This is an optimization exercise on Yosys and OpenROAD, whose aim is small area and a short achievable clock period, not a production implementation.
In this exercise RTL edits were held to simulation tests only and were not proved equivalent to the original.
No activity file was given, so power comes from the tool's default toggle rates.

==> flow/design.v <==
`timescale 1ns/1ps
`default_nettype none
module pkt_capture_top (
    input  wire         clk,
    input  wire         reset,
    input  wire  [31:0] i_base_addr,
    input  wire         i_rx_valid,
    input  wire         i_rx_first,
    input  wire         i_rx_last,
    input  wire  [2:0]  i_rx_last_bytes,
    input  wire  [31:0] i_rx_data,
    input  wire         i_ts_set,
    input  wire  [31:0] i_ts_sec,
    input  wire  [31:0] i_ts_nsec,
    output logic [31:0] o_av_address,
    output logic [31:0] o_av_writedata,
    output logic        o_av_write,
    output logic [2:0]  o_av_burstcount,
    input  wire         i_av_waitrequest,
    output logic [15:0] o_drop_count,
    output logic        o_record_done
);
    logic [31:0] ts_sec;
    logic [29:0] ts_nsec;
    logic        ts_wrap;    
    always_ff @(posedge clk) begin
        if (!reset) begin
            ts_sec  <= '0;
            ts_nsec <= '0;
            ts_wrap <= 1'b0;
        end else if (i_ts_set) begin
            ts_sec  <= i_ts_sec;
            ts_nsec <= i_ts_nsec[29:0];
            ts_wrap <= (i_ts_nsec[29:0] >= 30'd999_999_980);
        end else if (ts_wrap) begin
            ts_wrap <= 1'b0;     
            ts_sec  <= ts_sec + 1'b1;
            ts_nsec <= ts_nsec - 30'd999_999_980;
        end else begin
            ts_nsec <= ts_nsec + 30'd20;
            ts_wrap <= (ts_nsec >= 30'd999_999_960);
        end
    end
    logic [6:0]  fill;       
    logic [3:0]  dfill;      
    logic [7:0]  wa, wb;     
    logic [7:0]  rfa, rfb;   
    logic [7:0]  dwo;        
    logic [7:0]  dro;        
    logic        dpend;      
    logic        full;
    logic        dfull;
    logic        room_ok;
    logic        room_d;     
    logic        room_q;     
    logic        d_vis;
    assign full    = fill[6];
    assign dfull   = dfill[3];
    assign room_ok = room_d && room_q;
    assign d_vis   = (dfill != 4'd0) && !(dfill == 4'd1 && dpend);
    logic        keep_pkt;
    logic        in_pkt;     
    logic [3:0]  wc;         
    logic        keep_word;
    logic        push;
    logic        dpush;
    assign keep_word = i_rx_first ? room_ok : keep_pkt;
    assign push      = i_rx_valid && keep_word;
    assign dpush     = push && i_rx_last;
    always_ff @(posedge clk) begin
        if (!reset) begin
            keep_pkt     <= 1'b0;
            in_pkt       <= 1'b0;
            wc           <= '0;
            o_drop_count <= '0;
            wa           <= 8'd1;
            wb           <= 8'd1;
            dwo          <= 8'd1;
        end else if (i_rx_valid) begin
            wc     <= i_rx_first ? 4'd1 : wc + 1'b1;
            in_pkt <= keep_word && !i_rx_last;
            if (i_rx_first) begin
                keep_pkt <= room_ok;
                if (!room_ok) begin
                    o_drop_count <= o_drop_count + 1'b1;
                end
            end
            if (keep_word) begin
                wa <= {wa[6:0], wa[7]};
                if (wa[7]) begin
                    wb <= {wb[6:0], wb[7]};
                end
                if (i_rx_last) begin
                    dwo <= {dwo[6:0], dwo[7]};
                end
            end
        end
    end
    logic [31:0] mem   [64];
    logic [31:0] d_sec [8];
    logic [29:0] d_nsec[8];
    logic [3:0]  d_wc  [8];      
    logic [1:0]  d_lb  [8];      
    always_ff @(posedge clk) begin
        for (int i = 0; i < 64; i++) begin
            if (!full && wb[i / 8] && wa[i % 8]) begin
                mem[i] <= i_rx_data;
            end
        end
    end
    always_ff @(posedge clk) begin
        for (int i = 0; i < 8; i++) begin
            if (!dfull && dwo[i]) begin
                if (!in_pkt) begin
                    d_sec[i]  <= ts_sec;
                    d_nsec[i] <= ts_nsec;
                end
                d_wc[i] <= i_rx_first ? 4'd0 : wc;
                d_lb[i] <= i_rx_last_bytes[1:0];
            end
        end
    end
    logic        busy;       
    logic [31:2] addr, addr_new, addr_q;
    logic [31:0] wd, wd_new;
    logic [2:0]  bcnt, bcnt_new;
    logic        wd_ld, bcnt_ld, addr_ld;
    logic [29:0] nsec_q;
    logic [3:0]  wc_q;       
    logic [1:0]  lb_q;
    logic [6:0]  len;        
    logic [4:0]  rec_left;   
    logic [1:0]  blft;       
    logic [1:0]  hdr;
    logic        dphase;
    logic        acc;
    logic        pop;
    logic        dpop;
    logic [31:0] h_sec;
    logic [29:0] h_nsec;
    logic [3:0]  h_wc;
    logic [1:0]  h_lb;
    logic [2:0]  bc_next;
    logic [31:0] fetch;
    logic [31:0] nxt;        
    logic        load_data;  
    logic        refill;     
    logic [31:0] fetch_grp [8];
    assign acc  = busy && !i_av_waitrequest;
    assign pop  = acc && dphase;
    assign dpop = !busy && d_vis;
    assign load_data = acc && (dphase ? (rec_left != 5'd1) : (hdr == 2'd3));
    assign refill    = load_data && (rec_left != 5'd2);
    always_comb begin
        h_sec  = '0;
        h_nsec = '0;
        h_wc   = '0;
        h_lb   = '0;
        for (int i = 0; i < 8; i++) begin
            h_sec  = h_sec  | (d_sec[i]  & {32{dro[i]}});
            h_nsec = h_nsec | (d_nsec[i] & {30{dro[i]}});
            h_wc   = h_wc   | (d_wc[i]   & {4{dro[i]}});
            h_lb   = h_lb   | (d_lb[i]   & {2{dro[i]}});
        end
    end
    always_comb begin
        fetch = '0;
        for (int b = 0; b < 8; b++) begin
            fetch_grp[b] = '0;
            for (int a = 0; a < 8; a++) begin
                fetch_grp[b] = fetch_grp[b] | (mem[8*b+a] & {32{rfa[a]}});
            end
            fetch = fetch | (fetch_grp[b] & {32{rfb[b]}});
        end
    end
    logic [6:0] fill_inc, fill_dec;
    logic [3:0] dfill_inc, dfill_dec;
    assign fill_inc  = fill + 1'b1;
    assign fill_dec  = fill - 1'b1;
    assign dfill_inc = dfill + 1'b1;
    assign dfill_dec = dfill - 1'b1;
    assign len     = (lb_q == 2'd0) ? {5'(wc_q) + 5'd1, 2'b00} : {1'b0, wc_q, lb_q};
    assign bc_next = (rec_left > 5'd5) ? 3'd4 : 3'(rec_left - 5'd1);
    always_ff @(posedge clk) begin
        if (!reset) begin
            fill   <= '0;
            dfill  <= '0;
            dpend  <= 1'b0;
            room_d <= 1'b1;
            room_q <= 1'b1;
        end else begin
            case ({push, pop})
                2'b10: begin
                    fill   <= fill_inc;
                    room_d <= (fill <= 7'd47);
                end
                2'b01: begin
                    fill   <= fill_dec;
                    room_d <= (fill <= 7'd49);
                end
                default: begin
                    fill   <= fill;
                    room_d <= (fill <= 7'd48);
                end
            endcase
            case ({dpush, dpop})
                2'b10: begin
                    dfill  <= dfill_inc;
                    room_q <= (dfill <= 4'd6);
                end
                2'b01: begin
                    dfill  <= dfill_dec;
                    room_q <= 1'b1;
                end
                default: begin
                    dfill  <= dfill;
                    room_q <= (dfill <= 4'd7);
                end
            endcase
            dpend <= dpush;
        end
    end
    always_ff @(posedge clk) begin
        if (!reset) begin
            busy          <= 1'b0;
            o_av_write    <= 1'b0;
            o_record_done <= 1'b0;
            dro           <= 8'd1;
            rfa           <= 8'd1;
            rfb           <= 8'd1;
        end else begin
            o_record_done <= 1'b0;
            if (dpop || refill) begin
                rfa <= {rfa[6:0], rfa[7]};
                if (rfa[7]) begin
                    rfb <= {rfb[6:0], rfb[7]};
                end
            end
            if (!busy) begin
                if (d_vis) begin
                    busy       <= 1'b1;
                    o_av_write <= 1'b1;
                    dro        <= {dro[6:0], dro[7]};
                end
            end else if (acc) begin
                if (blft == 2'd0) begin
                    if (rec_left == 5'd1) begin
                        busy          <= 1'b0;
                        o_av_write    <= 1'b0;
                        o_record_done <= 1'b1;
                    end
                end
            end
        end
    end
    always_comb begin
        wd_ld    = !busy || acc;
        bcnt_ld  = !busy || (acc && blft == 2'd0);
        addr_ld  = !reset || (busy && acc && blft == 2'd0);
        bcnt_new = busy ? bc_next : 3'd4;
        addr_new = reset ? addr + 30'(bcnt) : i_base_addr[31:2];
        if (!busy) begin
            wd_new = h_sec;
        end else if (!dphase && hdr == 2'd0) begin
            wd_new = {2'b00, nsec_q};
        end else if (!dphase && hdr != 2'd3) begin
            wd_new = {25'b0, len};
        end else begin
            wd_new = nxt;
        end
    end
    always_ff @(posedge clk) begin
        wd              <= wd_ld   ? wd_new   : o_av_writedata;
        bcnt            <= bcnt_ld ? bcnt_new : o_av_burstcount;
        addr            <= addr_ld ? addr_new : addr_q;
        o_av_writedata  <= wd_ld   ? wd_new   : wd;
        o_av_burstcount <= bcnt_ld ? bcnt_new : bcnt;
        addr_q          <= addr_ld ? addr_new : addr;
    end
    assign o_av_address = {addr_q, 2'b00};
    always_ff @(posedge clk) begin
        if (!busy || refill) begin
            nxt <= fetch;
        end
        if (!busy) begin
            nsec_q          <= h_nsec;
            wc_q            <= h_wc;
            lb_q            <= h_lb;
            rec_left        <= 5'(h_wc) + 5'd5;
            blft            <= 2'd3;
            hdr             <= '0;
            dphase          <= 1'b0;
        end else if (acc) begin
            rec_left <= rec_left - 1'b1;
            blft     <= blft - 1'b1;
            if (!dphase) begin
                hdr <= hdr + 1'b1;
                if (hdr == 2'd3) begin
                    dphase <= 1'b1;
                end
            end
            if (blft == 2'd0) begin
                blft <= 2'(bc_next - 3'd1);
            end
        end
    end
endmodule
`default_nettype wire
make LEC_CHECK=0 CAP_MARGIN=20 CORE_MARGIN=2 CORE_UTILIZATION=55 CTS_CLUSTER_DIAMETER=90 CTS_CLUSTER_SIZE=25 PLACE_DENSITY=0.75 SETUP_SLACK_MARGIN=4.4 SLEW_MARGIN=20 TNS_END_PERCENT=20 finish   # period 7.0 ns
run.sh (not shown) runs the stock make flow with config.mk's settings and CLKGATE_MAP_FILE= SYNTH_SCRIPT=/design/flow/synth_recipe.tcl, a recipe that flattens the netlist after the stock synthesis.
Next try:
Settings changed: CORE_UTILIZATION 55 to 40, PLACE_DENSITY 0.75 to unset.
What happened:
- clock-buffer cell count went down by 6
- clock skew went up by 9.8 ps
- worst setup slack degrades by 40 ps
- die area went up by well over a third
- final cell count went up by roughly a tenth
- fmax went down slightly
- total power went up by a few percent

-- afterwards: timing with drivers on the ports --
How much do the figures lean on ideal ports? The routed layouts below were timed once more, with nothing changed but the port constraints.
Step 1 sets driving cells, clkbuf_16 on the clock port and buf_2 on the other inputs (assumed; they add their load-dependent delay and slew).
Step 2 times the ports against the registers' clock, not the clock port: input delays grow and output delays shrink by t, the midpoint of the rising clock arrivals with the driver on.
Slacks: ideal ports / drivers / drivers and shift; pairs: ideal ports / drivers.
run | t (ns) | setup WS [ns] | worst slew at a driven data input, ns
the first run | 0.893 | 4.256 / 4.166 / 3.427 | 0.16
the second run | 0.919 | 4.216 / 4.139 / 3.348 | 0.23
After both steps setup and hold are still met in every run listed. The setup slack of the second run, which loses most, moves by -0.077 ns with the drivers and by -0.868 ns with both steps.
